From an optimization exercise on the open Yosys and OpenROAD flow, aimed at a short achievable clock period and few clock cycles per item; shortcuts taken in it are not production practice.
The RTL was checked by simulation tests, not by an equivalence proof against the original design.
Power is estimated from default activity; no workload was simulated.

<file path="run.sh">
#!/bin/bash
# synth_recipe.tcl (not shown) runs the flow's synth.tcl, then flattens the netlist and writes it again
# the make line also repeats each setting of config.mk as NAME=value (left out here)
make -C /OpenROAD-flow-scripts/flow DESIGN_CONFIG=/design/flow/config.mk WORK_HOME=/design/flow/orfs CLKGATE_MAP_FILE= SYNTH_SCRIPT=/design/flow/synth_recipe.tcl finish
</file>
<file path="config.mk">
export PLATFORM = sky130hd
export DESIGN_NAME = des_top
export DESIGN_NICKNAME = des_top
export VERILOG_FILES = /design/flow/design.v
export SDC_FILE = /design/flow/constraint.sdc
export NUM_CORES = 4
export LEC_CHECK = 0
export CAP_MARGIN = 20
export CORE_MARGIN = 2
export CORE_UTILIZATION = 40
export SETUP_SLACK_MARGIN = 3.7
export SLEW_MARGIN = 20
</file>
<file path="constraint.sdc">
create_clock -name core_clock -period 6.0 [get_ports {clk}]
set_input_delay 1.2000 -clock core_clock [delete_from_list [all_inputs] [get_ports {clk}]]
set_output_delay 1.2000 -clock core_clock [all_outputs]
set_load 0.01 [all_outputs]
</file>
<file path="design.v">
package des_pkg;
    typedef logic [63:0] des_block_t;
    typedef logic [31:0] des_half_t;
    typedef logic [63:0] des_key_t;
    typedef logic [55:0] des_cd_t;
    typedef logic [47:0] des_round_key_t;
    typedef logic [3:0]  des_round_t;
    localparam int NUM_ROUNDS = 16;
    typedef enum logic [1:0] {
        IDLE,
        LOAD,
        ROUND,
        DONE
    } des_state_e;
    typedef enum logic [7:0] {
        KEY_HI    = 8'h00,
        KEY_LO    = 8'h04,
        DATA_HI   = 8'h08,
        DATA_LO   = 8'h0C,
        CTRL      = 8'h10,
        STATUS    = 8'h14,
        RESULT_HI = 8'h18,
        RESULT_LO = 8'h1C
    } apb_reg_e;
    localparam logic [511:0] IP_TBL = {
        8'd58, 8'd50, 8'd42, 8'd34, 8'd26, 8'd18, 8'd10, 8'd2, 8'd60, 8'd52, 8'd44, 8'd36, 8'd28, 8'd20, 8'd12, 8'd4,
        8'd62, 8'd54, 8'd46, 8'd38, 8'd30, 8'd22, 8'd14, 8'd6, 8'd64, 8'd56, 8'd48, 8'd40, 8'd32, 8'd24, 8'd16, 8'd8,
        8'd57, 8'd49, 8'd41, 8'd33, 8'd25, 8'd17, 8'd9, 8'd1, 8'd59, 8'd51, 8'd43, 8'd35, 8'd27, 8'd19, 8'd11, 8'd3,
        8'd61, 8'd53, 8'd45, 8'd37, 8'd29, 8'd21, 8'd13, 8'd5, 8'd63, 8'd55, 8'd47, 8'd39, 8'd31, 8'd23, 8'd15, 8'd7
    };
    localparam logic [511:0] FP_TBL = {
        8'd40, 8'd8, 8'd48, 8'd16, 8'd56, 8'd24, 8'd64, 8'd32, 8'd39, 8'd7, 8'd47, 8'd15, 8'd55, 8'd23, 8'd63, 8'd31,
        8'd38, 8'd6, 8'd46, 8'd14, 8'd54, 8'd22, 8'd62, 8'd30, 8'd37, 8'd5, 8'd45, 8'd13, 8'd53, 8'd21, 8'd61, 8'd29,
        8'd36, 8'd4, 8'd44, 8'd12, 8'd52, 8'd20, 8'd60, 8'd28, 8'd35, 8'd3, 8'd43, 8'd11, 8'd51, 8'd19, 8'd59, 8'd27,
        8'd34, 8'd2, 8'd42, 8'd10, 8'd50, 8'd18, 8'd58, 8'd26, 8'd33, 8'd1, 8'd41, 8'd9, 8'd49, 8'd17, 8'd57, 8'd25
    };
    localparam logic [447:0] PC1_TBL = {
        8'd57, 8'd49, 8'd41, 8'd33, 8'd25, 8'd17, 8'd9, 8'd1, 8'd58, 8'd50, 8'd42, 8'd34, 8'd26, 8'd18, 8'd10, 8'd2,
        8'd59, 8'd51, 8'd43, 8'd35, 8'd27, 8'd19, 8'd11, 8'd3, 8'd60, 8'd52, 8'd44, 8'd36, 8'd63, 8'd55, 8'd47, 8'd39,
        8'd31, 8'd23, 8'd15, 8'd7, 8'd62, 8'd54, 8'd46, 8'd38, 8'd30, 8'd22, 8'd14, 8'd6, 8'd61, 8'd53, 8'd45, 8'd37,
        8'd29, 8'd21, 8'd13, 8'd5, 8'd28, 8'd20, 8'd12, 8'd4
    };
    localparam logic [383:0] PC2_TBL = {
        8'd14, 8'd17, 8'd11, 8'd24, 8'd1, 8'd5, 8'd3, 8'd28, 8'd15, 8'd6, 8'd21, 8'd10, 8'd23, 8'd19, 8'd12, 8'd4,
        8'd26, 8'd8, 8'd16, 8'd7, 8'd27, 8'd20, 8'd13, 8'd2, 8'd41, 8'd52, 8'd31, 8'd37, 8'd47, 8'd55, 8'd30, 8'd40,
        8'd51, 8'd45, 8'd33, 8'd48, 8'd44, 8'd49, 8'd39, 8'd56, 8'd34, 8'd53, 8'd46, 8'd42, 8'd50, 8'd36, 8'd29, 8'd32
    };
    localparam logic [383:0] E_TBL = {
        8'd32, 8'd1, 8'd2, 8'd3, 8'd4, 8'd5, 8'd4, 8'd5, 8'd6, 8'd7, 8'd8, 8'd9, 8'd8, 8'd9, 8'd10, 8'd11,
        8'd12, 8'd13, 8'd12, 8'd13, 8'd14, 8'd15, 8'd16, 8'd17, 8'd16, 8'd17, 8'd18, 8'd19, 8'd20, 8'd21, 8'd20, 8'd21,
        8'd22, 8'd23, 8'd24, 8'd25, 8'd24, 8'd25, 8'd26, 8'd27, 8'd28, 8'd29, 8'd28, 8'd29, 8'd30, 8'd31, 8'd32, 8'd1
    };
    localparam logic [255:0] P_TBL = {
        8'd16, 8'd7, 8'd20, 8'd21, 8'd29, 8'd12, 8'd28, 8'd17, 8'd1, 8'd15, 8'd23, 8'd26, 8'd5, 8'd18, 8'd31, 8'd10,
        8'd2, 8'd8, 8'd24, 8'd14, 8'd32, 8'd27, 8'd3, 8'd9, 8'd19, 8'd13, 8'd30, 8'd6, 8'd22, 8'd11, 8'd4, 8'd25
    };
    localparam logic [127:0] SHIFT_TBL = {
        8'd1, 8'd1, 8'd2, 8'd2, 8'd2, 8'd2, 8'd2, 8'd2, 8'd1, 8'd2, 8'd2, 8'd2, 8'd2, 8'd2, 8'd2, 8'd1
    };
    localparam logic [2047:0] SBOX = {
        4'd14, 4'd4, 4'd13, 4'd1, 4'd2, 4'd15, 4'd11, 4'd8, 4'd3, 4'd10, 4'd6, 4'd12, 4'd5, 4'd9, 4'd0, 4'd7,
        4'd0, 4'd15, 4'd7, 4'd4, 4'd14, 4'd2, 4'd13, 4'd1, 4'd10, 4'd6, 4'd12, 4'd11, 4'd9, 4'd5, 4'd3, 4'd8,
        4'd4, 4'd1, 4'd14, 4'd8, 4'd13, 4'd6, 4'd2, 4'd11, 4'd15, 4'd12, 4'd9, 4'd7, 4'd3, 4'd10, 4'd5, 4'd0,
        4'd15, 4'd12, 4'd8, 4'd2, 4'd4, 4'd9, 4'd1, 4'd7, 4'd5, 4'd11, 4'd3, 4'd14, 4'd10, 4'd0, 4'd6, 4'd13,
        4'd15, 4'd1, 4'd8, 4'd14, 4'd6, 4'd11, 4'd3, 4'd4, 4'd9, 4'd7, 4'd2, 4'd13, 4'd12, 4'd0, 4'd5, 4'd10,
        4'd3, 4'd13, 4'd4, 4'd7, 4'd15, 4'd2, 4'd8, 4'd14, 4'd12, 4'd0, 4'd1, 4'd10, 4'd6, 4'd9, 4'd11, 4'd5,
        4'd0, 4'd14, 4'd7, 4'd11, 4'd10, 4'd4, 4'd13, 4'd1, 4'd5, 4'd8, 4'd12, 4'd6, 4'd9, 4'd3, 4'd2, 4'd15,
        4'd13, 4'd8, 4'd10, 4'd1, 4'd3, 4'd15, 4'd4, 4'd2, 4'd11, 4'd6, 4'd7, 4'd12, 4'd0, 4'd5, 4'd14, 4'd9,
        4'd10, 4'd0, 4'd9, 4'd14, 4'd6, 4'd3, 4'd15, 4'd5, 4'd1, 4'd13, 4'd12, 4'd7, 4'd11, 4'd4, 4'd2, 4'd8,
        4'd13, 4'd7, 4'd0, 4'd9, 4'd3, 4'd4, 4'd6, 4'd10, 4'd2, 4'd8, 4'd5, 4'd14, 4'd12, 4'd11, 4'd15, 4'd1,
        4'd13, 4'd6, 4'd4, 4'd9, 4'd8, 4'd15, 4'd3, 4'd0, 4'd11, 4'd1, 4'd2, 4'd12, 4'd5, 4'd10, 4'd14, 4'd7,
        4'd1, 4'd10, 4'd13, 4'd0, 4'd6, 4'd9, 4'd8, 4'd7, 4'd4, 4'd15, 4'd14, 4'd3, 4'd11, 4'd5, 4'd2, 4'd12,
        4'd7, 4'd13, 4'd14, 4'd3, 4'd0, 4'd6, 4'd9, 4'd10, 4'd1, 4'd2, 4'd8, 4'd5, 4'd11, 4'd12, 4'd4, 4'd15,
        4'd13, 4'd8, 4'd11, 4'd5, 4'd6, 4'd15, 4'd0, 4'd3, 4'd4, 4'd7, 4'd2, 4'd12, 4'd1, 4'd10, 4'd14, 4'd9,
        4'd10, 4'd6, 4'd9, 4'd0, 4'd12, 4'd11, 4'd7, 4'd13, 4'd15, 4'd1, 4'd3, 4'd14, 4'd5, 4'd2, 4'd8, 4'd4,
        4'd3, 4'd15, 4'd0, 4'd6, 4'd10, 4'd1, 4'd13, 4'd8, 4'd9, 4'd4, 4'd5, 4'd11, 4'd12, 4'd7, 4'd2, 4'd14,
        4'd2, 4'd12, 4'd4, 4'd1, 4'd7, 4'd10, 4'd11, 4'd6, 4'd8, 4'd5, 4'd3, 4'd15, 4'd13, 4'd0, 4'd14, 4'd9,
        4'd14, 4'd11, 4'd2, 4'd12, 4'd4, 4'd7, 4'd13, 4'd1, 4'd5, 4'd0, 4'd15, 4'd10, 4'd3, 4'd9, 4'd8, 4'd6,
        4'd4, 4'd2, 4'd1, 4'd11, 4'd10, 4'd13, 4'd7, 4'd8, 4'd15, 4'd9, 4'd12, 4'd5, 4'd6, 4'd3, 4'd0, 4'd14,
        4'd11, 4'd8, 4'd12, 4'd7, 4'd1, 4'd14, 4'd2, 4'd13, 4'd6, 4'd15, 4'd0, 4'd9, 4'd10, 4'd4, 4'd5, 4'd3,
        4'd12, 4'd1, 4'd10, 4'd15, 4'd9, 4'd2, 4'd6, 4'd8, 4'd0, 4'd13, 4'd3, 4'd4, 4'd14, 4'd7, 4'd5, 4'd11,
        4'd10, 4'd15, 4'd4, 4'd2, 4'd7, 4'd12, 4'd9, 4'd5, 4'd6, 4'd1, 4'd13, 4'd14, 4'd0, 4'd11, 4'd3, 4'd8,
        4'd9, 4'd14, 4'd15, 4'd5, 4'd2, 4'd8, 4'd12, 4'd3, 4'd7, 4'd0, 4'd4, 4'd10, 4'd1, 4'd13, 4'd11, 4'd6,
        4'd4, 4'd3, 4'd2, 4'd12, 4'd9, 4'd5, 4'd15, 4'd10, 4'd11, 4'd14, 4'd1, 4'd7, 4'd6, 4'd0, 4'd8, 4'd13,
        4'd4, 4'd11, 4'd2, 4'd14, 4'd15, 4'd0, 4'd8, 4'd13, 4'd3, 4'd12, 4'd9, 4'd7, 4'd5, 4'd10, 4'd6, 4'd1,
        4'd13, 4'd0, 4'd11, 4'd7, 4'd4, 4'd9, 4'd1, 4'd10, 4'd14, 4'd3, 4'd5, 4'd12, 4'd2, 4'd15, 4'd8, 4'd6,
        4'd1, 4'd4, 4'd11, 4'd13, 4'd12, 4'd3, 4'd7, 4'd14, 4'd10, 4'd15, 4'd6, 4'd8, 4'd0, 4'd5, 4'd9, 4'd2,
        4'd6, 4'd11, 4'd13, 4'd8, 4'd1, 4'd4, 4'd10, 4'd7, 4'd9, 4'd5, 4'd0, 4'd15, 4'd14, 4'd2, 4'd3, 4'd12,
        4'd13, 4'd2, 4'd8, 4'd4, 4'd6, 4'd15, 4'd11, 4'd1, 4'd10, 4'd9, 4'd3, 4'd14, 4'd5, 4'd0, 4'd12, 4'd7,
        4'd1, 4'd15, 4'd13, 4'd8, 4'd10, 4'd3, 4'd7, 4'd4, 4'd12, 4'd5, 4'd6, 4'd11, 4'd0, 4'd14, 4'd9, 4'd2,
        4'd7, 4'd11, 4'd4, 4'd1, 4'd9, 4'd12, 4'd14, 4'd2, 4'd0, 4'd6, 4'd10, 4'd13, 4'd15, 4'd3, 4'd5, 4'd8,
        4'd2, 4'd1, 4'd14, 4'd7, 4'd4, 4'd10, 4'd8, 4'd13, 4'd15, 4'd12, 4'd9, 4'd0, 4'd3, 4'd5, 4'd6, 4'd11
    };
    function automatic des_block_t ip_perm(input des_block_t din);
        des_block_t dout;
        for (int i = 0; i < 64; i++)
        begin
            dout[63 - i] = din[64 - IP_TBL[(63 - i) * 8 +: 8]];
        end
        ip_perm = dout;
    endfunction
    function automatic des_block_t fp_perm(input des_block_t din);
        des_block_t dout;
        for (int i = 0; i < 64; i++)
        begin
            dout[63 - i] = din[64 - FP_TBL[(63 - i) * 8 +: 8]];
        end
        fp_perm = dout;
    endfunction
    function automatic des_cd_t pc1_perm(input des_key_t din);
        des_cd_t dout;
        for (int i = 0; i < 56; i++)
        begin
            dout[55 - i] = din[64 - PC1_TBL[(55 - i) * 8 +: 8]];
        end
        pc1_perm = dout;
    endfunction
    function automatic des_round_key_t pc2_perm(input des_cd_t din);
        des_round_key_t dout;
        for (int i = 0; i < 48; i++)
        begin
            dout[47 - i] = din[56 - PC2_TBL[(47 - i) * 8 +: 8]];
        end
        pc2_perm = dout;
    endfunction
    function automatic des_round_key_t expand(input des_half_t din);
        des_round_key_t dout;
        for (int i = 0; i < 48; i++)
        begin
            dout[47 - i] = din[32 - E_TBL[(47 - i) * 8 +: 8]];
        end
        expand = dout;
    endfunction
    function automatic des_half_t p_perm(input des_half_t din);
        des_half_t dout;
        for (int i = 0; i < 32; i++)
        begin
            dout[31 - i] = din[32 - P_TBL[(31 - i) * 8 +: 8]];
        end
        p_perm = dout;
    endfunction
    function automatic logic [3:0] sbox_lookup(input int box, input logic [5:0] six);
        sbox_lookup = SBOX[(511 - (box * 64 + 32'({six[5], six[0], six[4:1]}))) * 4 +: 4];
    endfunction
    function automatic logic [1:0] shift_amount(input des_round_t round);
        shift_amount = SHIFT_TBL[(15 - 32'(round)) * 8 +: 2];
    endfunction
    function automatic des_cd_t round_key_cd(input des_cd_t cd, input int n);
        logic [27:0] c, d;
        c = cd[55:28];
        d = cd[27:0];
        for (int i = 0; i < n; i++)
        begin
            c = {c[26:0], c[27]};
            d = {d[26:0], d[27]};
        end
        round_key_cd = {c, d};
    endfunction
    function automatic des_round_key_t round_key(input des_cd_t cd, input int n);
        logic [27:0] c, d;
        c = cd[55:28];
        d = cd[27:0];
        for (int i = 0; i < n; i++)
        begin
            c = {c[26:0], c[27]};
            d = {d[26:0], d[27]};
        end
        round_key = pc2_perm({c, d});
    endfunction
endpackage
`timescale 1ns/1ps
`timescale 1ns/1ps
module des_round (
    input  des_pkg::des_round_key_t x,
    output des_pkg::des_half_t      f
);
    des_pkg::des_half_t s;
    logic [63:0] d0;
    always_comb
    begin
        for (int v = 0; v < 64; v++)
        begin
            d0[v] = (x[47:42] == 6'(v));
        end
    end
    assign s[31] = |(d0 & 64'h869d497a86e67619);
    assign s[30] = |(d0 & 64'hb0c7871b497826bd);
    assign s[29] = |(d0 & 64'h27e9d492609f1f29);
    assign s[28] = |(d0 & 64'h917be9066f81b478);
    logic [63:0] d1;
    always_comb
    begin
        for (int v = 0; v < 64; v++)
        begin
            d1[v] = (x[41:36] == 6'(v));
        end
    end
    assign s[27] = |(d1 & 64'he196196e69c3a659);
    assign s[26] = |(d1 & 64'h68f93c169346c3e9);
    assign s[25] = |(d1 & 64'h746a8b7462949fc3);
    assign s[24] = |(d1 & 64'hcd235ad2b865168f);
    logic [63:0] d2;
    always_comb
    begin
        for (int v = 0; v < 64; v++)
        begin
            d2[v] = (x[35:30] == 6'(v));
        end
    end
    assign s[23] = |(d2 & 64'h96692d696b9c90d3);
    assign s[22] = |(d2 & 64'hd96a863526f4794a);
    assign s[21] = |(d2 & 64'h76b9960c39c2b749);
    assign s[20] = |(d2 & 64'h4b8d9c63a965569a);
    logic [63:0] d3;
    always_comb
    begin
        for (int v = 0; v < 64; v++)
        begin
            d3[v] = (x[29:24] == 6'(v));
        end
    end
    assign s[19] = |(d3 & 64'h92c3e719ed90583e);
    assign s[18] = |(d3 & 64'hcb69718c74ca0e97);
    assign s[17] = |(d3 & 64'hacd1168f692cce71);
    assign s[16] = |(d3 & 64'h09b77c1ac34998e7);
    logic [63:0] d4;
    always_comb
    begin
        for (int v = 0; v < 64; v++)
        begin
            d4[v] = (x[23:18] == 6'(v));
        end
    end
    assign s[15] = |(d4 & 64'h429dcd6a79e1348e);
    assign s[14] = |(d4 & 64'h695b9ca191666b96);
    assign s[13] = |(d4 & 64'hc70b39c692f05d2b);
    assign s[12] = |(d4 & 64'ha4cd96d24b76b948);
    logic [63:0] d5;
    always_comb
    begin
        for (int v = 0; v < 64; v++)
        begin
            d5[v] = (x[17:12] == 6'(v));
        end
    end
    assign s[11] = |(d5 & 64'hb44ab695c9a4695b);
    assign s[10] = |(d5 & 64'hc69938d615e69a69);
    assign s[9] = |(d5 & 64'h52cbe13c6d9216da);
    assign s[8] = |(d5 & 64'h95a36a597c3ca34c);
    logic [63:0] d6;
    always_comb
    begin
        for (int v = 0; v < 64; v++)
        begin
            d6[v] = (x[11:6] == 6'(v));
        end
    end
    assign s[7] = |(d6 & 64'h92c761f82c96d966);
    assign s[6] = |(d6 & 64'h869cd96699e643c3);
    assign s[5] = |(d6 & 64'h6a95f41a9e4b81f4);
    assign s[4] = |(d6 & 64'h348e9679497969a6);
    logic [63:0] d7;
    always_comb
    begin
        for (int v = 0; v < 64; v++)
        begin
            d7[v] = (x[5:0] == 6'(v));
        end
    end
    assign s[3] = |(d7 & 64'hc17abd2438c716b9);
    assign s[2] = |(d7 & 64'h394e96b1596aa569);
    assign s[1] = |(d7 & 64'ha71658a7c8f13f0c);
    assign s[0] = |(d7 & 64'h9f6281cd619c7c2b);
    assign f = des_pkg::p_perm(s);
endmodule
`timescale 1ns/1ps
module des_state (
    input  logic                clk,
    input  des_pkg::des_key_t   key_q,
    input  des_pkg::des_block_t data_q,
    input  des_pkg::des_half_t  pwdata,
    input  logic                load_a,
    input  logic                load_b,
    output logic                last,
    output des_pkg::des_block_t fc
);
    des_pkg::des_half_t      l_q, r_q, f, r_nx;
    des_pkg::des_round_key_t x_q, x_nx, x_ld;
    des_pkg::des_cd_t        cd_q, cd_nx, cd_ld;
    des_pkg::des_round_t     rnd_q;
    des_pkg::des_block_t     ip_ld;
    logic [27:0]             c_n, d_n;
    des_round u_round (.x(x_q), .f(f));
    assign r_nx = l_q ^ f;
    always_comb
    begin
        if (des_pkg::shift_amount(rnd_q + 4'd1) == 2'd2)
        begin
            c_n = {cd_q[53:28], cd_q[55:54]};
            d_n = {cd_q[25:0], cd_q[27:26]};
        end
        else
        begin
            c_n = {cd_q[54:28], cd_q[55]};
            d_n = {cd_q[26:0], cd_q[27]};
        end
    end
    assign cd_nx = {c_n, d_n};
    assign x_nx  = (des_pkg::expand(l_q) ^ des_pkg::pc2_perm(cd_nx)) ^ des_pkg::expand(f);
    assign ip_ld = des_pkg::ip_perm(load_a ? {data_q[63:32], pwdata} : data_q);
    assign cd_ld = des_pkg::round_key_cd(des_pkg::pc1_perm(key_q), 1);
    assign x_ld  = des_pkg::expand(ip_ld[31:0]) ^ des_pkg::pc2_perm(cd_ld);
    always_ff @(posedge clk)
    begin
        if (load_a || load_b)
        begin
            l_q   <= ip_ld[63:32];
            r_q   <= ip_ld[31:0];
            x_q   <= x_ld;
            cd_q  <= cd_ld;
            rnd_q <= 4'd0;
        end
        else
        begin
            l_q   <= r_q;
            r_q   <= r_nx;
            x_q   <= x_nx;
            cd_q  <= cd_nx;
            rnd_q <= rnd_q + 4'd1;
        end
    end
    assign last = (rnd_q == 4'd15);
    assign fc = des_pkg::fp_perm({r_nx, r_q});
endmodule
`timescale 1ns/1ps
module des_apb_ctrl #(
    parameter int addr_width = 5,
    parameter int LATENCY    = 15
) (
    input  logic                    clk,
    input  logic                    reset,
    input  logic [addr_width-1:0]   paddr,
    input  logic                    psel,
    input  logic                    penable,
    input  logic                    pwrite,
    input  des_pkg::des_half_t      pwdata,
    output des_pkg::des_half_t      prdata,
    output logic                    pready,
    output logic                    pslverr,
    input  des_pkg::des_block_t     fc,
    output des_pkg::des_key_t       key_q,
    output des_pkg::des_block_t     data_q,
    output logic                    load_a,
    output logic                    load_b,
    input  logic                    last
);
    localparam int CW = 5;
    localparam logic [CW-1:0] LAST = CW'(LATENCY);
    des_pkg::des_half_t  key_hi, key_lo, data_hi, data_lo, result_hi, result_lo;
    des_pkg::des_half_t  rdata;
    logic [CW-1:0] cnt_q, cnt_dec, cnt_nx, rem_q;
    logic       busy_q, done_q, pend_q, start_q, defer_q, block_q, we_any;
    logic       wok_q, laok_q, block_nx, busy_nx2;
    logic [CW-1:0] rem_nx;
    logic       busy_nx, done_nx, fin;
    logic       setup;
    logic       a_key_hi, a_key_lo, a_data_hi, a_data_lo, a_ctrl, a_status, a_res_hi, a_res_lo;
    logic       we_key_hi, we_key_lo, we_data_hi, we_data_lo, start_nx;
    logic       reg_err, ready_nx;
    assign setup  = psel && !penable;
    assign a_key_hi  = (paddr == 5'h00);
    assign a_key_lo  = (paddr == 5'h04);
    assign a_data_hi = (paddr == 5'h08);
    assign a_data_lo = (paddr == 5'h0C);
    assign a_ctrl    = (paddr == 5'h10);
    assign a_status  = (paddr == 5'h14);
    assign a_res_hi  = (paddr == 5'h18);
    assign a_res_lo  = (paddr == 5'h1C);
    assign fin     = (rem_q <= CW'(2));
    assign busy_nx = start_q || (busy_q && !fin);
    assign done_nx = !start_q && (done_q || (busy_q && fin));
    assign we_key_hi  = setup && pwrite && a_key_hi  && wok_q;
    assign we_key_lo  = setup && pwrite && a_key_lo  && wok_q;
    assign we_data_hi = setup && pwrite && a_data_hi && wok_q;
    assign we_data_lo = setup && pwrite && a_data_lo && wok_q;
    assign start_nx   = setup && pwrite && a_ctrl && pwdata[0] && wok_q;
    assign we_any = we_key_hi || we_key_lo || we_data_hi || we_data_lo;
    assign load_a = setup && pwrite && a_data_lo && laok_q;
    assign load_b = (defer_q || last) && !block_q && !load_a;
    assign key_q  = {key_hi, key_lo};
    assign data_q = {data_hi, data_lo};
    always_ff @(posedge clk)
    begin
        if (we_key_hi)  key_hi  <= pwdata;
        if (we_key_lo)  key_lo  <= pwdata;
        if (we_data_hi) data_hi <= pwdata;
        if (we_data_lo) data_lo <= pwdata;
    end
    assign cnt_dec = (cnt_q == '0) ? '0 : cnt_q - 1'b1;
    assign cnt_nx   = load_a ? LAST :
                      we_any ? LAST + 1'b1 :
                      load_b ? LAST :
                      defer_q ? LAST + 1'b1 : cnt_dec;
    assign rem_nx   = start_q ? cnt_nx : ((rem_q == '0) ? '0 : rem_q - 1'b1);
    assign block_nx = start_q ? (cnt_nx != '0) : (pend_q && rem_q > CW'(1));
    assign busy_nx2 = busy_nx && !(rem_nx <= CW'(2));
    always_ff @(posedge clk)
    begin
        if (reset)
        begin
            cnt_q   <= LAST + 1'b1;
            rem_q   <= '0;
            busy_q  <= 1'b0;
            done_q  <= 1'b0;
            pend_q  <= 1'b0;
            start_q <= 1'b0;
            defer_q <= 1'b1;
            block_q <= 1'b0;
            wok_q   <= 1'b1;
            laok_q  <= 1'b1;
        end
        else
        begin
            defer_q <= (we_any && !load_a) || (defer_q && !load_a && !load_b);
            cnt_q   <= cnt_nx;
            start_q <= start_nx;
            busy_q  <= busy_nx;
            done_q  <= done_nx;
            block_q <= block_nx;
            wok_q   <= !busy_nx2;
            laok_q  <= !busy_nx2 && !block_nx;
            if (start_q)
            begin
                rem_q  <= cnt_nx;
                pend_q <= 1'b1;
            end
            else
            begin
                if (rem_q != '0)
                begin
                    rem_q <= rem_q - 1'b1;
                end
                if (pend_q && rem_q == '0)
                begin
                    pend_q <= 1'b0;
                end
            end
        end
    end
    always_ff @(posedge clk)
    begin
        if (pend_q && rem_q == '0)
        begin
            result_hi <= fc[63:32];
            result_lo <= fc[31:0];
        end
    end
    assign reg_err = a_status || a_res_hi || a_res_lo ? pwrite :
                     a_key_hi || a_key_lo || a_data_hi || a_data_lo || a_ctrl ? (pwrite && busy_nx) :
                     1'b1;
    assign rdata = ({32{a_key_hi}}  & key_hi)  | ({32{a_key_lo}}  & key_lo)  |
                   ({32{a_data_hi}} & data_hi) | ({32{a_data_lo}} & data_lo) |
                   ({32{a_status}}  & {30'd0, done_nx, busy_nx}) |
                   ({32{a_res_hi && !pend_q}} & result_hi) | ({32{a_res_lo && !pend_q}} & result_lo) |
                   ({32{a_res_hi && pend_q}} & fc[63:32])  | ({32{a_res_lo && pend_q}} & fc[31:0]);
    assign ready_nx = !(psel && !pwrite && a_status && busy_nx && (setup || !pready));
    always_ff @(posedge clk)
    begin
        if (reset)
        begin
            pready  <= 1'b1;
            pslverr <= 1'b0;
            prdata  <= '0;
        end
        else
        begin
            pready  <= ready_nx;
            pslverr <= reg_err;
            prdata  <= rdata;
        end
    end
endmodule
`timescale 1ns/1ps
module des_top #(
    parameter int addr_width = 5
) (
    input  logic                    clk,
    input  logic                    reset,
    input  logic [addr_width-1:0]   paddr,
    input  logic                    psel,
    input  logic                    penable,
    input  logic                    pwrite,
    input  des_pkg::des_half_t      pwdata,
    output des_pkg::des_half_t      prdata,
    output logic                    pready,
    output logic                    pslverr
);
    des_pkg::des_key_t   key_q;
    des_pkg::des_block_t data_q;
    des_pkg::des_block_t fc;
    logic                load_a, load_b, last;
    des_apb_ctrl #(
        .addr_width (addr_width),
        .LATENCY    (15)
    ) u_ctrl (
        .clk      (clk),
        .reset    (reset),
        .paddr    (paddr),
        .psel     (psel),
        .penable  (penable),
        .pwrite   (pwrite),
        .pwdata   (pwdata),
        .prdata   (prdata),
        .pready   (pready),
        .pslverr  (pslverr),
        .fc       (fc),
        .key_q    (key_q),
        .data_q   (data_q),
        .load_a   (load_a),
        .load_b   (load_b),
        .last     (last)
    );
    des_state u_state (
        .clk     (clk),
        .key_q   (key_q),
        .data_q  (data_q),
        .pwdata  (pwdata),
        .load_a  (load_a),
        .load_b  (load_b),
        .last    (last),
        .fc      (fc)
    );
endmodule
</file>
==> flow_summary.json, run 1 <==
{
  "finalPower_mw": 15.8,
  "final_max_slew_viols": 0,
  "synth_xor_xnor_area_share_pct": 7.24,
  "synth_cell_types": 101,
  "via_per_inst": 6.03,
  "die-width_um": 241,
  "post_route_cells_drive_above_1_share_pct": 31.5,
  "main_combinational_cell_family_by_area_after_synthesis": "compound AO/OA/AOI/OAI gates",
  "dr.first_iter.drc_count": 2288,
  "die_area_um2": 58000,
  "flow.area_growth_from_synthesis_pct": 31.5,
  "globalplace.congestion": 0.848,
  "cts_max_level": 2,
  "clock_path_buffers": 3,
  "ioPinCount": 76,
  "synthCells": 2208,
  "detail_route.first_pass.iterations": 6,
  "hold-path-cell-count": 0,
  "relSlewSlack_pct": 48.7,
  "postSynthRegisterBits": 416,
  "worst_ir_drop_vdd_v": 0.000291,
  "synthesis.area_um2": 22400,
  "portBuffers": 75,
  "worstSetupEndpointType": "flop",
  "overflow": 0,
  "actual_transition_at_the_worst_max_transition_pin_ns": 0.769,
  "initial_core_util_pct": 40.6,
  "fin_worst_hold_slack_ns": 0.453,
  "registers.top_by_ff_count": "u_state.cd_q",
  "critPathKind": "flop to flop",
  "cts_made_buffers": 45,
  "cts_hold_repair.buffers": 0,
  "biggestRegsByFlops": "u_state.cd_q (56), u_state.x_q (48)",
  "first_pass_grt_wire_length_um": 115000,
  "synth_fa_ha_area_share_pct": 0.480,
  "timing.critical_path.required_ns": 6.41,
  "setup-violations-final": 0,
  "synth.area.mux_share_pct": 11.1,
  "total_negative_setup_slacks_ns": 0,
  "nFillCells": 4725,
  "endpoints_failing_hold": 0,
  "yosysTopAreaCellShare_pct": 25.7,
  "number_of_global_route_vias_before_repair": 17900,
  "detail-route-antenna-nets": 0,
  "setup_slack_ns": 3.44,
  "routed_wire_length_per_instance_um": 25.4,
  "rsz_0062_raised_after_global_routing": "true",
  "r2r_setup_slack_ns": 3.44,
  "drc": 0,
  "synth_top_cell_by_area": "sky130_fd_sc_hd__edfxtp_1",
  "final_net_count": 2466,
  "synth.top_cells.by_count": "sky130_fd_sc_hd__nand2_1, sky130_fd_sc_hd__dfxtp_1, sky130_fd_sc_hd__edfxtp_1",
  "yosys.cell_count.top_type": "sky130_fd_sc_hd__nand2_1",
  "synth_area_per_cell_um2": 10.2,
  "detailedPlacementHpwl_um": 45600,
  "num_vias": 19300,
  "insertedDiodeCount": 0,
  "crit_share_post_route_pct": 42.6,
  "yosys.area_share.simple_pct": 14.2,
  "ys_seq_area_share_pct": 45.7,
  "worst-r2r-cell-count": 7,
  "post_synth_main_area_contributors": "sky130_fd_sc_hd__edfxtp_1, sky130_fd_sc_hd__dfxtp_1, sky130_fd_sc_hd__mux2i_1, sky130_fd_sc_hd__nand2_1, sky130_fd_sc_hd__o21ai_0",
  "syn-num-nets": 2257,
  "die_height_um": 241,
  "flip_flop_cell_with_the_highest_count_after_synthesis": "sky130_fd_sc_hd__dfxtp_1",
  "path_max_fanout": 4,
  "synth_enable_flop_cells": 192,
  "synth-warning-count": 3,
  "root_buffer": "sky130_fd_sc_hd__clkbuf_16",
  "number_of_antenna_violations_at_the_first_check_in_global_routing": 0,
  "floorplan.rows": 86,
  "core_region_area_um2": 55300,
  "leakage_power_summed_over_all_cells_nw": 11.2,
  "timing.critical_path.from_type": "flop",
  "power-per-cell-area_nw_per_um2": 536,
  "fmax_mhz": 391,
  "max-cap-violations": 0,
  "hp-class": "flop to flop",
  "clock_sinks": 416,
  "synth-compound-area-share_pct": 16.5,
  "fin_skew_ns": 0.0136,
  "track_usage_pct": 26.6,
  "clock_tree_from_tritoncts": "done",
  "largest_net_degree_at_the_start_of_global_routing": 65,
  "timing.final.crit_period_ns": 2.56,
  "run_status": "no timing/DRC/antenna violations",
  "drt-total-wl_um": 81100,
  "clkSlewWorstSetupHoldPaths_ns": 0.06,
  "largest_register_ff_count": 56,
  "preCtsSetupSlack_ns": 1.86,
  "share_of_synthesized_registers_carrying_an_async_set_or_reset_pct": 0,
  "clock_latency_reported_for_the_late_side_of_the_worst_skew_pair_ns": 0.57,
  "worst-endpoint-arrival_ns": 2.97
}
layout by cell type (no fill, tap or decap), types with 14 or more instances in the layout:
cell type / n
sky130_fd_sc_hd__nor3_1: 27
sky130_fd_sc_hd__o21ai_0: 64
sky130_fd_sc_hd__clkbuf_16: 53
sky130_fd_sc_hd__mux2i_1: 76
sky130_fd_sc_hd__nor2b_1: 32
sky130_fd_sc_hd__buf_6: 50
sky130_fd_sc_hd__o211ai_1: 17
sky130_fd_sc_hd__and2_1: 14
sky130_fd_sc_hd__nand2_1: 230
sky130_fd_sc_hd__buf_4: 136
sky130_fd_sc_hd__dfxtp_1: 164
sky130_fd_sc_hd__buf_16: 19
sky130_fd_sc_hd__o21ai_1: 104
sky130_fd_sc_hd__nand3_1: 19
sky130_fd_sc_hd__nand2b_1: 41
sky130_fd_sc_hd__a22oi_1: 33
sky130_fd_sc_hd__buf_2: 38
sky130_fd_sc_hd__mux2_2: 51
sky130_fd_sc_hd__xor2_1: 67
sky130_fd_sc_hd__a31oi_1: 17
sky130_fd_sc_hd__a211oi_1: 15
sky130_fd_sc_hd__buf_12: 36
sky130_fd_sc_hd__dfxtp_2: 17
sky130_fd_sc_hd__mux2i_4: 28
sky130_fd_sc_hd__a21oi_2: 16
sky130_fd_sc_hd__a21oi_1: 95
sky130_fd_sc_hd__edfxtp_1: 192
sky130_fd_sc_hd__o22ai_1: 18
sky130_fd_sc_hd__mux4_2: 34
sky130_fd_sc_hd__xnor2_1: 55
sky130_fd_sc_hd__dfxtp_4: 43
sky130_fd_sc_hd__inv_1: 44
sky130_fd_sc_hd__clkdlybuf4s50_1: 32
sky130_fd_sc_hd__nor2_1: 105
metrics by stage:
step | instance area (µm²) | instances | util [%]
after detailed placement | 23900 | 2881 | 43.2
after global placement | 23900 | 2879 | 43.1
final | 29500 | 3199 | 53.3
after CTS | 28100 | 3126 | 50.8
after floorplan | 23200 | 2208 | -
after global routing | 29500 | 3199 | 53.3
power by group:
group | total (mW) | switching, mW | internal [mW]
Clock | 2.78 | 1.16 | 1.62
Combinational | 8.51 | 4.49 | 4.02
Sequential | 4.52 | 0.920 | 3.60
Total | 15.8 | 6.57 | 9.24
final timing paths:
kind,startpoint,endpoint
min,u_state.r_q[18]$_DFF_P_,u_ctrl.result_hi[13]$_DFFE_PP_
max,u_state.x_q[17]$_DFF_P_,u_ctrl.prdata[30]$_SDFF_PP0_
min reg2reg,u_state.r_q[18]$_DFF_P_,u_ctrl.result_hi[13]$_DFFE_PP_
max reg2reg,u_state.x_q[17]$_DFF_P_,u_ctrl.prdata[30]$_SDFF_PP0_
logic make-up (layout without fill, tap and decap cells):
group,count (synthesis),count (layout)
compound gates,560,560
xor+xnor,158,158
fa+ha+maj,9,9
buf+inv,229,469
flops,416,416
mux,199,199
simple gates,637,640
timing repair:
| item | in CTS | in global routing |
|---|---|---|
| setup buffers | 145 | 65 |
| gates resized for setup | 463 | 156 |
| pin swaps | 64 | 69 |
| cloned | 19 | 8 |
| setup endpoints to repair | 412 | 349 |
area by class of cell:
| cell class | instances | area [µm²] | share of cell area [%] |
|---|---|---|---|
| Multi-Input combinational cell | 1566 | 12600 | 42.7 |
| Clock buffer | 61 | 1280 | 4.33 |
| Inverter | 51 | 204 | 0.691 |
| Sequential cell | 416 | 10400 | 35.4 |
| Clock inverter | 20 | 181 | 0.615 |
| Timing Repair Buffer | 337 | 3880 | 13.1 |
| Tap cell | 748 | 936 | 3.17 |
layer usage:
metal	global-route usage (%)	routed length [µm]	part of all wire (%)	up-vias
met4	9.09	3140	3.9	0
met5	0	0	0	-
li1	-	-	-	8506
met1	37.5	33400	41	9529
met2	41.6	36900	45	1084
met3	4.12	7670	9.5	175
critical path, cell delays in order (launching register included):
cell	delay, ns
sky130_fd_sc_hd__dfxtp_4	0.37
sky130_fd_sc_hd__xor2_1	0.17
sky130_fd_sc_hd__or3_1	0.39
sky130_fd_sc_hd__a32o_2	0.25
sky130_fd_sc_hd__a211oi_4	0.57
sky130_fd_sc_hd__xnor2_4	0.24
sky130_fd_sc_hd__o21ai_4	0.28
sky130_fd_sc_hd__o22ai_2	0.12
Testbench counts, summed over its fixed seeds: cycles 5,956, items 256.
==> run 2, diff against run 1 <==
--- a/design.v
+++ b/design.v
@@ -145,17 +145,6 @@
     function automatic logic [1:0] shift_amount(input des_round_t round);
         shift_amount = SHIFT_TBL[(15 - 32'(round)) * 8 +: 2];
     endfunction
-    function automatic des_cd_t round_key_cd(input des_cd_t cd, input int n);
-        logic [27:0] c, d;
-        c = cd[55:28];
-        d = cd[27:0];
-        for (int i = 0; i < n; i++)
-        begin
-            c = {c[26:0], c[27]};
-            d = {d[26:0], d[27]};
-        end
-        round_key_cd = {c, d};
-    endfunction
     function automatic des_round_key_t round_key(input des_cd_t cd, input int n);
         logic [27:0] c, d;
         c = cd[55:28];
@@ -274,68 +263,253 @@
     assign f = des_pkg::p_perm(s);
 endmodule
 `timescale 1ns/1ps
-module des_state (
+module des_pipe (
     input  logic                clk,
     input  des_pkg::des_key_t   key_q,
     input  des_pkg::des_block_t data_q,
     input  des_pkg::des_half_t  pwdata,
-    input  logic                load_a,
-    input  logic                load_b,
-    output logic                last,
+    input  logic                sel_lo,
     output des_pkg::des_block_t fc
 );
-    des_pkg::des_half_t      l_q, r_q, f, r_nx;
-    des_pkg::des_round_key_t x_q, x_nx, x_ld;
-    des_pkg::des_cd_t        cd_q, cd_nx, cd_ld;
-    des_pkg::des_round_t     rnd_q;
-    des_pkg::des_block_t     ip_ld;
-    logic [27:0]             c_n, d_n;
-    des_round u_round (.x(x_q), .f(f));
-    assign r_nx = l_q ^ f;
-    always_comb
+    des_pkg::des_cd_t    cdk;
+    assign cdk = des_pkg::pc1_perm(key_q);
+    des_pkg::des_block_t ip0a;
+    des_pkg::des_round_key_t x0a;
+    assign ip0a = des_pkg::ip_perm({data_q[63:32], pwdata});
+    assign x0a = des_pkg::expand(ip0a[31:0]) ^ des_pkg::round_key(cdk, 1);
+    des_pkg::des_half_t s0a_f1, s0a_r1;
+    des_round u_s0a_round1 (.x(x0a), .f(s0a_f1));
+    assign s0a_r1 = ip0a[63:32] ^ s0a_f1;
+    des_pkg::des_round_key_t s0a_k2, s0a_x2;
+    assign s0a_k2 = des_pkg::round_key(cdk, 2);
+    assign s0a_x2 = (des_pkg::expand(ip0a[63:32]) ^ s0a_k2) ^ des_pkg::expand(s0a_f1);
+    des_pkg::des_block_t ip0b;
+    des_pkg::des_round_key_t x0b;
+    assign ip0b = des_pkg::ip_perm(data_q);
+    assign x0b = des_pkg::expand(ip0b[31:0]) ^ des_pkg::round_key(cdk, 1);
+    des_pkg::des_half_t s0b_f1, s0b_r1;
+    des_round u_s0b_round1 (.x(x0b), .f(s0b_f1));
+    assign s0b_r1 = ip0b[63:32] ^ s0b_f1;
+    des_pkg::des_round_key_t s0b_k2, s0b_x2;
+    assign s0b_k2 = des_pkg::round_key(cdk, 2);
+    assign s0b_x2 = (des_pkg::expand(ip0b[63:32]) ^ s0b_k2) ^ des_pkg::expand(s0b_f1);
+    des_pkg::des_half_t l1_q, r1_q;
+    des_pkg::des_round_key_t x1_q;
+    always_ff @(posedge clk)
     begin
-        if (des_pkg::shift_amount(rnd_q + 4'd1) == 2'd2)
-        begin
-            c_n = {cd_q[53:28], cd_q[55:54]};
-            d_n = {cd_q[25:0], cd_q[27:26]};
-        end
-        else
-        begin
-            c_n = {cd_q[54:28], cd_q[55]};
-            d_n = {cd_q[26:0], cd_q[27]};
-        end
-    end
-    assign cd_nx = {c_n, d_n};
-    assign x_nx  = (des_pkg::expand(l_q) ^ des_pkg::pc2_perm(cd_nx)) ^ des_pkg::expand(f);
-    assign ip_ld = des_pkg::ip_perm(load_a ? {data_q[63:32], pwdata} : data_q);
-    assign cd_ld = des_pkg::round_key_cd(des_pkg::pc1_perm(key_q), 1);
-    assign x_ld  = des_pkg::expand(ip_ld[31:0]) ^ des_pkg::pc2_perm(cd_ld);
+        l1_q  <= sel_lo ? ip0a[31:0] : ip0b[31:0];
+        r1_q  <= sel_lo ? s0a_r1 : s0b_r1;
+        x1_q  <= sel_lo ? s0a_x2 : s0b_x2;
+    end
+    des_pkg::des_half_t s1_f2, s1_r2;
+    des_round u_s1_round2 (.x(x1_q), .f(s1_f2));
+    assign s1_r2 = l1_q ^ s1_f2;
+    des_pkg::des_round_key_t s1_k3, s1_x3;
+    assign s1_k3 = des_pkg::round_key(cdk, 4);
+    assign s1_x3 = (des_pkg::expand(l1_q) ^ s1_k3) ^ des_pkg::expand(s1_f2);
+    des_pkg::des_half_t l2_q, r2_q;
+    des_pkg::des_round_key_t x2_q;
     always_ff @(posedge clk)
     begin
-        if (load_a || load_b)
-        begin
-            l_q   <= ip_ld[63:32];
-            r_q   <= ip_ld[31:0];
-            x_q   <= x_ld;
-            cd_q  <= cd_ld;
-            rnd_q <= 4'd0;
-        end
-        else
-        begin
-            l_q   <= r_q;
-            r_q   <= r_nx;
-            x_q   <= x_nx;
-            cd_q  <= cd_nx;
-            rnd_q <= rnd_q + 4'd1;
-        end
-    end
-    assign last = (rnd_q == 4'd15);
-    assign fc = des_pkg::fp_perm({r_nx, r_q});
+        l2_q  <= r1_q;
+        r2_q  <= s1_r2;
+        x2_q  <= s1_x3;
+    end
+    des_pkg::des_half_t s2_f3, s2_r3;
+    des_round u_s2_round3 (.x(x2_q), .f(s2_f3));
+    assign s2_r3 = l2_q ^ s2_f3;
+    des_pkg::des_round_key_t s2_k4, s2_x4;
+    assign s2_k4 = des_pkg::round_key(cdk, 6);
+    assign s2_x4 = (des_pkg::expand(l2_q) ^ s2_k4) ^ des_pkg::expand(s2_f3);
+    des_pkg::des_half_t l3_q, r3_q;
+    des_pkg::des_round_key_t x3_q;
+    always_ff @(posedge clk)
+    begin
+        l3_q  <= r2_q;
+        r3_q  <= s2_r3;
+        x3_q  <= s2_x4;
+    end
+    des_pkg::des_half_t s3_f4, s3_r4;
+    des_round u_s3_round4 (.x(x3_q), .f(s3_f4));
+    assign s3_r4 = l3_q ^ s3_f4;
+    des_pkg::des_round_key_t s3_k5, s3_x5;
+    assign s3_k5 = des_pkg::round_key(cdk, 8);
+    assign s3_x5 = (des_pkg::expand(l3_q) ^ s3_k5) ^ des_pkg::expand(s3_f4);
+    des_pkg::des_half_t l4_q, r4_q;
+    des_pkg::des_round_key_t x4_q;
+    always_ff @(posedge clk)
+    begin
+        l4_q  <= r3_q;
+        r4_q  <= s3_r4;
+        x4_q  <= s3_x5;
+    end
+    des_pkg::des_half_t s4_f5, s4_r5;
+    des_round u_s4_round5 (.x(x4_q), .f(s4_f5));
+    assign s4_r5 = l4_q ^ s4_f5;
+    des_pkg::des_round_key_t s4_k6, s4_x6;
+    assign s4_k6 = des_pkg::round_key(cdk, 10);
+    assign s4_x6 = (des_pkg::expand(l4_q) ^ s4_k6) ^ des_pkg::expand(s4_f5);
+    des_pkg::des_half_t l5_q, r5_q;
+    des_pkg::des_round_key_t x5_q;
+    always_ff @(posedge clk)
+    begin
+        l5_q  <= r4_q;
+        r5_q  <= s4_r5;
+        x5_q  <= s4_x6;
+    end
+    des_pkg::des_half_t s5_f6, s5_r6;
+    des_round u_s5_round6 (.x(x5_q), .f(s5_f6));
+    assign s5_r6 = l5_q ^ s5_f6;
+    des_pkg::des_round_key_t s5_k7, s5_x7;
+    assign s5_k7 = des_pkg::round_key(cdk, 12);
+    assign s5_x7 = (des_pkg::expand(l5_q) ^ s5_k7) ^ des_pkg::expand(s5_f6);
+    des_pkg::des_half_t l6_q, r6_q;
+    des_pkg::des_round_key_t x6_q;
+    always_ff @(posedge clk)
+    begin
+        l6_q  <= r5_q;
+        r6_q  <= s5_r6;
+        x6_q  <= s5_x7;
+    end
+    des_pkg::des_half_t s6_f7, s6_r7;
+    des_round u_s6_round7 (.x(x6_q), .f(s6_f7));
+    assign s6_r7 = l6_q ^ s6_f7;
+    des_pkg::des_round_key_t s6_k8, s6_x8;
+    assign s6_k8 = des_pkg::round_key(cdk, 14);
+    assign s6_x8 = (des_pkg::expand(l6_q) ^ s6_k8) ^ des_pkg::expand(s6_f7);
+    des_pkg::des_half_t l7_q, r7_q;
+    des_pkg::des_round_key_t x7_q;
+    always_ff @(posedge clk)
+    begin
+        l7_q  <= r6_q;
+        r7_q  <= s6_r7;
+        x7_q  <= s6_x8;
+    end
+    des_pkg::des_half_t s7_f8, s7_r8;
+    des_round u_s7_round8 (.x(x7_q), .f(s7_f8));
+    assign s7_r8 = l7_q ^ s7_f8;
+    des_pkg::des_round_key_t s7_k9, s7_x9;
+    assign s7_k9 = des_pkg::round_key(cdk, 15);
+    assign s7_x9 = (des_pkg::expand(l7_q) ^ s7_k9) ^ des_pkg::expand(s7_f8);
+    des_pkg::des_half_t l8_q, r8_q;
+    des_pkg::des_round_key_t x8_q;
+    always_ff @(posedge clk)
+    begin
+        l8_q  <= r7_q;
+        r8_q  <= s7_r8;
+        x8_q  <= s7_x9;
+    end
+    des_pkg::des_half_t s8_f9, s8_r9;
+    des_round u_s8_round9 (.x(x8_q), .f(s8_f9));
+    assign s8_r9 = l8_q ^ s8_f9;
+    des_pkg::des_round_key_t s8_k10, s8_x10;
+    assign s8_k10 = des_pkg::round_key(cdk, 17);
+    assign s8_x10 = (des_pkg::expand(l8_q) ^ s8_k10) ^ des_pkg::expand(s8_f9);
+    des_pkg::des_half_t l9_q, r9_q;
+    des_pkg::des_round_key_t x9_q;
+    always_ff @(posedge clk)
+    begin
+        l9_q  <= r8_q;
+        r9_q  <= s8_r9;
+        x9_q  <= s8_x10;
+    end
+    des_pkg::des_half_t s9_f10, s9_r10;
+    des_round u_s9_round10 (.x(x9_q), .f(s9_f10));
+    assign s9_r10 = l9_q ^ s9_f10;
+    des_pkg::des_round_key_t s9_k11, s9_x11;
+    assign s9_k11 = des_pkg::round_key(cdk, 19);
+    assign s9_x11 = (des_pkg::expand(l9_q) ^ s9_k11) ^ des_pkg::expand(s9_f10);
+    des_pkg::des_half_t l10_q, r10_q;
+    des_pkg::des_round_key_t x10_q;
+    always_ff @(posedge clk)
+    begin
+        l10_q  <= r9_q;
+        r10_q  <= s9_r10;
+        x10_q  <= s9_x11;
+    end
+    des_pkg::des_half_t s10_f11, s10_r11;
+    des_round u_s10_round11 (.x(x10_q), .f(s10_f11));
+    assign s10_r11 = l10_q ^ s10_f11;
+    des_pkg::des_round_key_t s10_k12, s10_x12;
+    assign s10_k12 = des_pkg::round_key(cdk, 21);
+    assign s10_x12 = (des_pkg::expand(l10_q) ^ s10_k12) ^ des_pkg::expand(s10_f11);
+    des_pkg::des_half_t l11_q, r11_q;
+    des_pkg::des_round_key_t x11_q;
+    always_ff @(posedge clk)
+    begin
+        l11_q  <= r10_q;
+        r11_q  <= s10_r11;
+        x11_q  <= s10_x12;
+    end
+    des_pkg::des_half_t s11_f12, s11_r12;
+    des_round u_s11_round12 (.x(x11_q), .f(s11_f12));
+    assign s11_r12 = l11_q ^ s11_f12;
+    des_pkg::des_round_key_t s11_k13, s11_x13;
+    assign s11_k13 = des_pkg::round_key(cdk, 23);
+    assign s11_x13 = (des_pkg::expand(l11_q) ^ s11_k13) ^ des_pkg::expand(s11_f12);
+    des_pkg::des_half_t l12_q, r12_q;
+    des_pkg::des_round_key_t x12_q;
+    always_ff @(posedge clk)
+    begin
+        l12_q  <= r11_q;
+        r12_q  <= s11_r12;
+        x12_q  <= s11_x13;
+    end
+    des_pkg::des_half_t s12_f13, s12_r13;
+    des_round u_s12_round13 (.x(x12_q), .f(s12_f13));
+    assign s12_r13 = l12_q ^ s12_f13;
+    des_pkg::des_round_key_t s12_k14, s12_x14;
+    assign s12_k14 = des_pkg::round_key(cdk, 25);
+    assign s12_x14 = (des_pkg::expand(l12_q) ^ s12_k14) ^ des_pkg::expand(s12_f13);
+    des_pkg::des_half_t l13_q, r13_q;
+    des_pkg::des_round_key_t x13_q;
+    always_ff @(posedge clk)
+    begin
+        l13_q  <= r12_q;
+        r13_q  <= s12_r13;
+        x13_q  <= s12_x14;
+    end
+    des_pkg::des_half_t s13_f14, s13_r14;
+    des_round u_s13_round14 (.x(x13_q), .f(s13_f14));
+    assign s13_r14 = l13_q ^ s13_f14;
+    des_pkg::des_round_key_t s13_k15, s13_x15;
+    assign s13_k15 = des_pkg::round_key(cdk, 27);
+    assign s13_x15 = (des_pkg::expand(l13_q) ^ s13_k15) ^ des_pkg::expand(s13_f14);
+    des_pkg::des_half_t l14_q, r14_q;
+    des_pkg::des_round_key_t x14_q;
+    des_pkg::des_cd_t   cd14_q;
+    always_ff @(posedge clk)
+    begin
+        l14_q  <= r13_q;
+        r14_q  <= s13_r14;
+        x14_q  <= s13_x15;
+        cd14_q <= cdk;
+    end
+    des_pkg::des_half_t s14_f15, s14_r15;
+    des_round u_s14_round15 (.x(x14_q), .f(s14_f15));
+    assign s14_r15 = l14_q ^ s14_f15;
+    des_pkg::des_round_key_t s14_k16, s14_x16;
+    assign s14_k16 = des_pkg::round_key(cd14_q, 28);
+    assign s14_x16 = (des_pkg::expand(l14_q) ^ s14_k16) ^ des_pkg::expand(s14_f15);
+    des_pkg::des_half_t l15_q, r15_q;
+    des_pkg::des_round_key_t x15_q;
+    des_pkg::des_cd_t   cd15_q;
+    always_ff @(posedge clk)
+    begin
+        l15_q  <= r14_q;
+        r15_q  <= s14_r15;
+        x15_q  <= s14_x16;
+        cd15_q <= cd14_q;
+    end
+    des_pkg::des_half_t s15_f16, s15_r16;
+    des_round u_s15_round16 (.x(x15_q), .f(s15_f16));
+    assign s15_r16 = l15_q ^ s15_f16;
+    assign fc = des_pkg::fp_perm({s15_r16, r15_q});
 endmodule
 `timescale 1ns/1ps
 module des_apb_ctrl #(
     parameter int addr_width = 5,
-    parameter int LATENCY    = 15
+    parameter int DEPTH      = 6
 ) (
     input  logic                    clk,
     input  logic                    reset,
@@ -350,18 +524,14 @@
     input  des_pkg::des_block_t     fc,
     output des_pkg::des_key_t       key_q,
     output des_pkg::des_block_t     data_q,
-    output logic                    load_a,
-    output logic                    load_b,
-    input  logic                    last
+    output logic                    sel_lo
 );
     localparam int CW = 5;
-    localparam logic [CW-1:0] LAST = CW'(LATENCY);
+    localparam logic [CW-1:0] LAST = CW'(DEPTH - 1);
     des_pkg::des_half_t  key_hi, key_lo, data_hi, data_lo, result_hi, result_lo;
     des_pkg::des_half_t  rdata;
-    logic [CW-1:0] cnt_q, cnt_dec, cnt_nx, rem_q;
-    logic       busy_q, done_q, pend_q, start_q, defer_q, block_q, we_any;
-    logic       wok_q, laok_q, block_nx, busy_nx2;
-    logic [CW-1:0] rem_nx;
+    logic [CW-1:0] cnt_q, cnt_dec, rem_q;
+    logic       busy_q, done_q, pend_q, start_q, late_q;
     logic       busy_nx, done_nx, fin;
     logic       setup;
     logic       a_key_hi, a_key_lo, a_data_hi, a_data_lo, a_ctrl, a_status, a_res_hi, a_res_lo;
@@ -379,14 +549,12 @@
     assign fin     = (rem_q <= CW'(2));
     assign busy_nx = start_q || (busy_q && !fin);
     assign done_nx = !start_q && (done_q || (busy_q && fin));
-    assign we_key_hi  = setup && pwrite && a_key_hi  && wok_q;
-    assign we_key_lo  = setup && pwrite && a_key_lo  && wok_q;
-    assign we_data_hi = setup && pwrite && a_data_hi && wok_q;
-    assign we_data_lo = setup && pwrite && a_data_lo && wok_q;
-    assign start_nx   = setup && pwrite && a_ctrl && pwdata[0] && wok_q;
-    assign we_any = we_key_hi || we_key_lo || we_data_hi || we_data_lo;
-    assign load_a = setup && pwrite && a_data_lo && laok_q;
-    assign load_b = (defer_q || last) && !block_q && !load_a;
+    assign we_key_hi  = setup && pwrite && a_key_hi  && !busy_nx;
+    assign we_key_lo  = setup && pwrite && a_key_lo  && !busy_nx;
+    assign we_data_hi = setup && pwrite && a_data_hi && !busy_nx;
+    assign we_data_lo = setup && pwrite && a_data_lo && !busy_nx;
+    assign start_nx   = setup && pwrite && a_ctrl && pwdata[0] && !busy_nx;
+    assign sel_lo = we_data_lo;
     assign key_q  = {key_hi, key_lo};
     assign data_q = {data_hi, data_lo};
     always_ff @(posedge clk)
@@ -397,41 +565,28 @@
         if (we_data_lo) data_lo <= pwdata;
     end
     assign cnt_dec = (cnt_q == '0) ? '0 : cnt_q - 1'b1;
-    assign cnt_nx   = load_a ? LAST :
-                      we_any ? LAST + 1'b1 :
-                      load_b ? LAST :
-                      defer_q ? LAST + 1'b1 : cnt_dec;
-    assign rem_nx   = start_q ? cnt_nx : ((rem_q == '0) ? '0 : rem_q - 1'b1);
-    assign block_nx = start_q ? (cnt_nx != '0) : (pend_q && rem_q > CW'(1));
-    assign busy_nx2 = busy_nx && !(rem_nx <= CW'(2));
     always_ff @(posedge clk)
     begin
         if (reset)
         begin
-            cnt_q   <= LAST + 1'b1;
+            cnt_q   <= LAST;
             rem_q   <= '0;
             busy_q  <= 1'b0;
             done_q  <= 1'b0;
             pend_q  <= 1'b0;
             start_q <= 1'b0;
-            defer_q <= 1'b1;
-            block_q <= 1'b0;
-            wok_q   <= 1'b1;
-            laok_q  <= 1'b1;
+            late_q  <= 1'b0;
         end
         else
         begin
-            defer_q <= (we_any && !load_a) || (defer_q && !load_a && !load_b);
-            cnt_q   <= cnt_nx;
+            late_q  <= we_key_hi || we_key_lo || we_data_hi;
+            cnt_q   <= (we_data_lo || late_q) ? LAST : cnt_dec;
             start_q <= start_nx;
             busy_q  <= busy_nx;
             done_q  <= done_nx;
-            block_q <= block_nx;
-            wok_q   <= !busy_nx2;
-            laok_q  <= !busy_nx2 && !block_nx;
             if (start_q)
             begin
-                rem_q  <= cnt_nx;
+                rem_q  <= cnt_dec;
                 pend_q <= 1'b1;
             end
             else
@@ -497,11 +652,11 @@
 );
     des_pkg::des_key_t   key_q;
     des_pkg::des_block_t data_q;
+    logic                sel_lo;
     des_pkg::des_block_t fc;
-    logic                load_a, load_b, last;
     des_apb_ctrl #(
         .addr_width (addr_width),
-        .LATENCY    (15)
+        .DEPTH      (15)
     ) u_ctrl (
         .clk      (clk),
         .reset    (reset),
@@ -516,18 +671,14 @@
         .fc       (fc),
         .key_q    (key_q),
         .data_q   (data_q),
-        .load_a   (load_a),
-        .load_b   (load_b),
-        .last     (last)
+        .sel_lo   (sel_lo)
     );
-    des_state u_state (
+    des_pipe u_pipe (
         .clk     (clk),
         .key_q   (key_q),
         .data_q  (data_q),
         .pwdata  (pwdata),
-        .load_a  (load_a),
-        .load_b  (load_b),
-        .last    (last),
+        .sel_lo  (sel_lo),
         .fc      (fc)
     );
 endmodule
--- a/config.mk
+++ b/config.mk
@@ -7,6 +7,7 @@
 export LEC_CHECK = 0
 export CAP_MARGIN = 20
 export CORE_MARGIN = 2
-export CORE_UTILIZATION = 40
-export SETUP_SLACK_MARGIN = 3.7
+export CORE_UTILIZATION = 30
+export PLACE_DENSITY = 0.42
+export SETUP_SLACK_MARGIN = 3.6
 export SLEW_MARGIN = 20
==> run 2 against run 1 <==
Die area increased to 7.7 times the previous value. Via count increased to 6.7 times the previous value. Sequential share of layout area decreased by 9.5 points. Maximum frequency decreased by 4.5%. First-iteration DRC count increased to 6.8 times the previous value. Highest routed layer is now met5.
==> flow_summary.json, run 2 <==
{
  "final_max_slew_viols": 0,
  "timing.final.crit_period_ns": 2.68,
  "drt-total-wl_um": 570000,
  "total_negative_setup_slacks_ns": 0,
  "globalplace.congestion": 0.885,
  "initial_core_util_pct": 30.1,
  "post_route_cells_drive_above_1_share_pct": 22.1,
  "post_synth_main_area_contributors": "sky130_fd_sc_hd__dfxtp_1, sky130_fd_sc_hd__xor2_1, sky130_fd_sc_hd__xnor2_1, sky130_fd_sc_hd__o21ai_0, sky130_fd_sc_hd__a21oi_1",
  "endpoints_failing_hold": 0,
  "flow.area_growth_from_synthesis_pct": 25.9,
  "synth_top_cell_by_area": "sky130_fd_sc_hd__dfxtp_1",
  "path_buf_inv": 4,
  "final_net_count": 17100,
  "clkSlewWorstSetupHoldPaths_ns": 0.06,
  "leakage_power_summed_over_all_cells_nw": 60.8,
  "crit_share_post_route_pct": 44.6,
  "floorplan.rows": 244,
  "most_used_cells_in_the_layout_excluding_fill_and_tap_cells": "sky130_fd_sc_hd__nor2_1, sky130_fd_sc_hd__nand2_1, sky130_fd_sc_hd__a21oi_1",
  "via_per_inst": 5.62,
  "worst_path_dominant_cell_family": "XOR/XNOR gates",
  "share_of_synthesized_registers_carrying_an_async_set_or_reset_pct": 0,
  "worst_ir_drop_vdd_v": 0.000380,
  "ys_seq_area_share_pct": 31.2,
  "run_status": "no timing/DRC/antenna violations",
  "hp-class": "flop to flop",
  "worstSetupEndpointType": "flop",
  "max-cap-violations": 0,
  "routed_wire_length_per_instance_um": 24.7,
  "track_usage_pct": 23.9,
  "detail_route.first_pass.iterations": 9,
  "number_of_global_route_vias_before_repair": 115000,
  "synth_cell_types": 98,
  "synth.top_cells.by_count": "sky130_fd_sc_hd__dfxtp_1, sky130_fd_sc_hd__nor2_1, sky130_fd_sc_hd__clkbuf_1, sky130_fd_sc_hd__nand2_1, sky130_fd_sc_hd__o21ai_0",
  "clock_latency_reported_for_the_late_side_of_the_worst_skew_pair_ns": 0.97,
  "overflow": 0,
  "timing.hold.worst.start": "u_pipe.r2_q[8]$_DFF_P_",
  "detail-route-antenna-nets": 0,
  "critPathSlowestCell": "sky130_fd_sc_hd__edfxtp_1",
  "portBuffers": 75,
  "die_area_um2": 447000,
  "first_pass_grt_wire_length_um": 808000,
  "syn-num-nets": 17300,
  "drc": 0,
  "flip_flop_cell_with_the_highest_count_after_synthesis": "sky130_fd_sc_hd__dfxtp_1",
  "path_common_cell": "sky130_fd_sc_hd__buf_12",
  "die_height_um": 669,
  "largest_net_degree_at_the_start_of_global_routing": 65,
  "die-width_um": 669,
  "num_vias": 130000,
  "synth-warning-count": 3,
  "fin_skew_ns": 0.0877,
  "path_max_fanout": 5,
  "actual_transition_at_the_worst_max_transition_pin_ns": 1.10,
  "ioPinCount": 76,
  "final_common_cell": "sky130_fd_sc_hd__nor2_1",
  "synth_area_per_cell_um2": 7.70,
  "clock_tree_from_tritoncts": "done",
  "detailedPlacementHpwl_um": 370000,
  "synthCells": 17200,
  "clock_sinks": 1969,
  "setup-violations-final": 0,
  "fin_worst_hold_slack_ns": 0.310,
  "core_region_area_um2": 441000,
  "timing.critical_path.required_ns": 6.90,
  "fmax_mhz": 373,
  "postSynthRegisterBits": 1969,
  "timing.critical_path.from_type": "flop",
  "cpPeakStageDelay_ns": 0.43,
  "number_of_antenna_violations_at_the_first_check_in_global_routing": 44,
  "cts_made_buffers": 228,
  "rsz_0062_raised_after_global_routing": "true",
  "relSlewSlack_pct": 26.5,
  "critPathKind": "flop to flop",
  "synthesis.area_um2": 133000,
  "worstPathCellList": "buf_12 -> buf_8 -> xor2_4 -> buf_12 -> clkbuf_16 -> nor4_1 -> a221o_1 -> o21ai_2 -> nand4_1 -> o31ai_4 -> xnor2_2 -> xor2_1",
  "reg2reg_from": "u_ctrl.data_hi[27]$_DFFE_PP_",
  "power-per-cell-area_nw_per_um2": 658,
  "dr.first_iter.drc_count": 15500,
  "cts_max_level": 4,
  "worst-endpoint-arrival_ns": 3.57,
  "clock_path_buffers": 4,
  "crit_cells": 12,
  "timing.critical_path.from": "u_ctrl.data_hi[27]$_DFFE_PP_",
  "worst-r2r-cell-count": 12,
  "hold-path-cell-count": 0,
  "root_buffer": "sky130_fd_sc_hd__clkbuf_16",
  "yosysTopAreaCellShare_pct": 26.8,
  "synth_enable_flop_cells": 192,
  "yosys.cell_count.top_type": "sky130_fd_sc_hd__dfxtp_1"
}
[run 2: cell count changes after synthesis, sizes merged, moves of 346 or more]
cell and change:
nor2b +377, clkbuf +1303, a21oi +1194, nand2 +1125, nand2b +512, nor2 +1264, nand3 +346, xor2 +914
o22ai +355, xnor2 +844, o21ai +1136, nor3 +401, dfxtp +1553
[run 2: cell type report]
cell class / instances / area [µm²]
fill: 45100 / 274000
antenna: 14 / 35.0
multi-input combinational: 13100 / 92500
tap: 5904 / 7390
clock inverter: 109 / 1370
timing repair inverter: 2 / 13.8
timing repair buffer: 1372 / 14500
inverter: 390 / 1560
sequential: 1969 / 43100
clock buffer: 309 / 6450
[run 2: path summary, 6_finish.rpt]
| kind | endpoint | slack (ns) |
|---|---|---|
| max | u_pipe.x1_q[15]$_DFF_P_ | 3.32 |
| min | u_pipe.l3_q[8]$_DFF_P_ | 0.31 |
| max reg2reg | u_pipe.x1_q[15]$_DFF_P_ | 3.32 |
| min reg2reg | u_pipe.l3_q[8]$_DFF_P_ | 0.31 |
[run 2: where the power goes]
part           internal (mW)  leakage (nW)  switching [mW]
sequential              20.1          16.9            13.4
clock                   8.55          3.81            6.12
combinational           26.8          40.2            34.8
[run 2: timing repair]
action                     in CTS  in global routing
pin swaps                     326                341
gates resized for setup      2168               1046
setup endpoints to repair    1403                856
hold endpoints to repair        0                  0
gates cloned                   54                 27
setup buffers                 653                339
hold buffers                    0                  0
[run 2: cell families after synthesis]
family,synth area share [%]
AO/OA/AOI/OAI,28.3
AND/OR/NAND/NOR,18.7
buffers and inverters,6.52
flip-flops,31.2
XOR/XNOR,12.9
multiplexers,2.26
adder cells (fa/ha/maj),0.166
[run 2: layer usage]
| layer | part of all wire (%) | up-vias | global-route usage, % |
|---|---|---|---|
| li1 | - | 61800 | - |
| met1 | 45 | 62600 | 34.0 |
| met2 | 43 | 4765 | 35.8 |
| met3 | 7.5 | 935 | 4.19 |
| met4 | 4.3 | 20 | 8.71 |
| met5 | 0.087 | - | 0.781 |
[run 2: worst register-to-register path: stages (launching register included)]
cell and delay, ns:
sky130_fd_sc_hd__edfxtp_1 0.43, sky130_fd_sc_hd__buf_12 0.16, sky130_fd_sc_hd__buf_8 0.12, sky130_fd_sc_hd__xor2_4 0.36
sky130_fd_sc_hd__buf_12 0.17, sky130_fd_sc_hd__clkbuf_16 0.15, sky130_fd_sc_hd__nor4_1 0.05, sky130_fd_sc_hd__a221o_1 0.32
sky130_fd_sc_hd__o21ai_2 0.14, sky130_fd_sc_hd__nand4_1 0.24, sky130_fd_sc_hd__o31ai_4 0.14, sky130_fd_sc_hd__xnor2_2 0.17
sky130_fd_sc_hd__xor2_1 0.17
[run 2: per-stage QoR]
| step | setup WS, ns | area (µm²) | std cells | power (mW) | utilization [%] |
|---|---|---|---|---|---|
| after floorplan | 3.08 | 134000 | 17200 | 65.6 | - |
| after global placement | 1.31 | 137000 | 21600 | 85.8 | 31.0 |
| after detailed placement | 1.33 | 137000 | 21600 | 85.3 | 31.0 |
| after CTS | 3.29 | 159000 | 22800 | 106 | 36.1 |
| after global routing | 3.29 | 167000 | 23100 | 117 | 37.9 |
| final | 3.32 | 167000 | 23100 | 110 | 37.9 |
Testbench counts of run 2, summed over its fixed seeds: cycles 5,700, items 256.

==> what the ideal ports hide <==
No port has a modelled driver above. Below, the same layouts with a new extraction and two added sets of constraints. Step 1, drivers: a clkbuf_16 drives clk and a buf_2 each remaining input, both assumed. Step 2, shift: input delay + t, output delay - t, t = (earliest + latest rising clock arrival at the registers) / 2. This alone moves slack from input paths to output paths. Three values: ideal ports, drivers, drivers and shift; two values: the first two.
run	t (ns)	setup slack, ns	worst hold slack (ns)	cell pins on the clock port's net
run 1	0.618	3.442 / 3.442 / 2.907	0.453 / 0.453 / 0.453	1
run 2	1.032	3.322 / 3.227 / 2.470	0.310 / 0.310 / 0.310	1
After both steps every run listed still meets setup and hold. The setup slack of run 2, which loses most, moves by -0.095 ns with the drivers and by -0.852 ns with both steps.
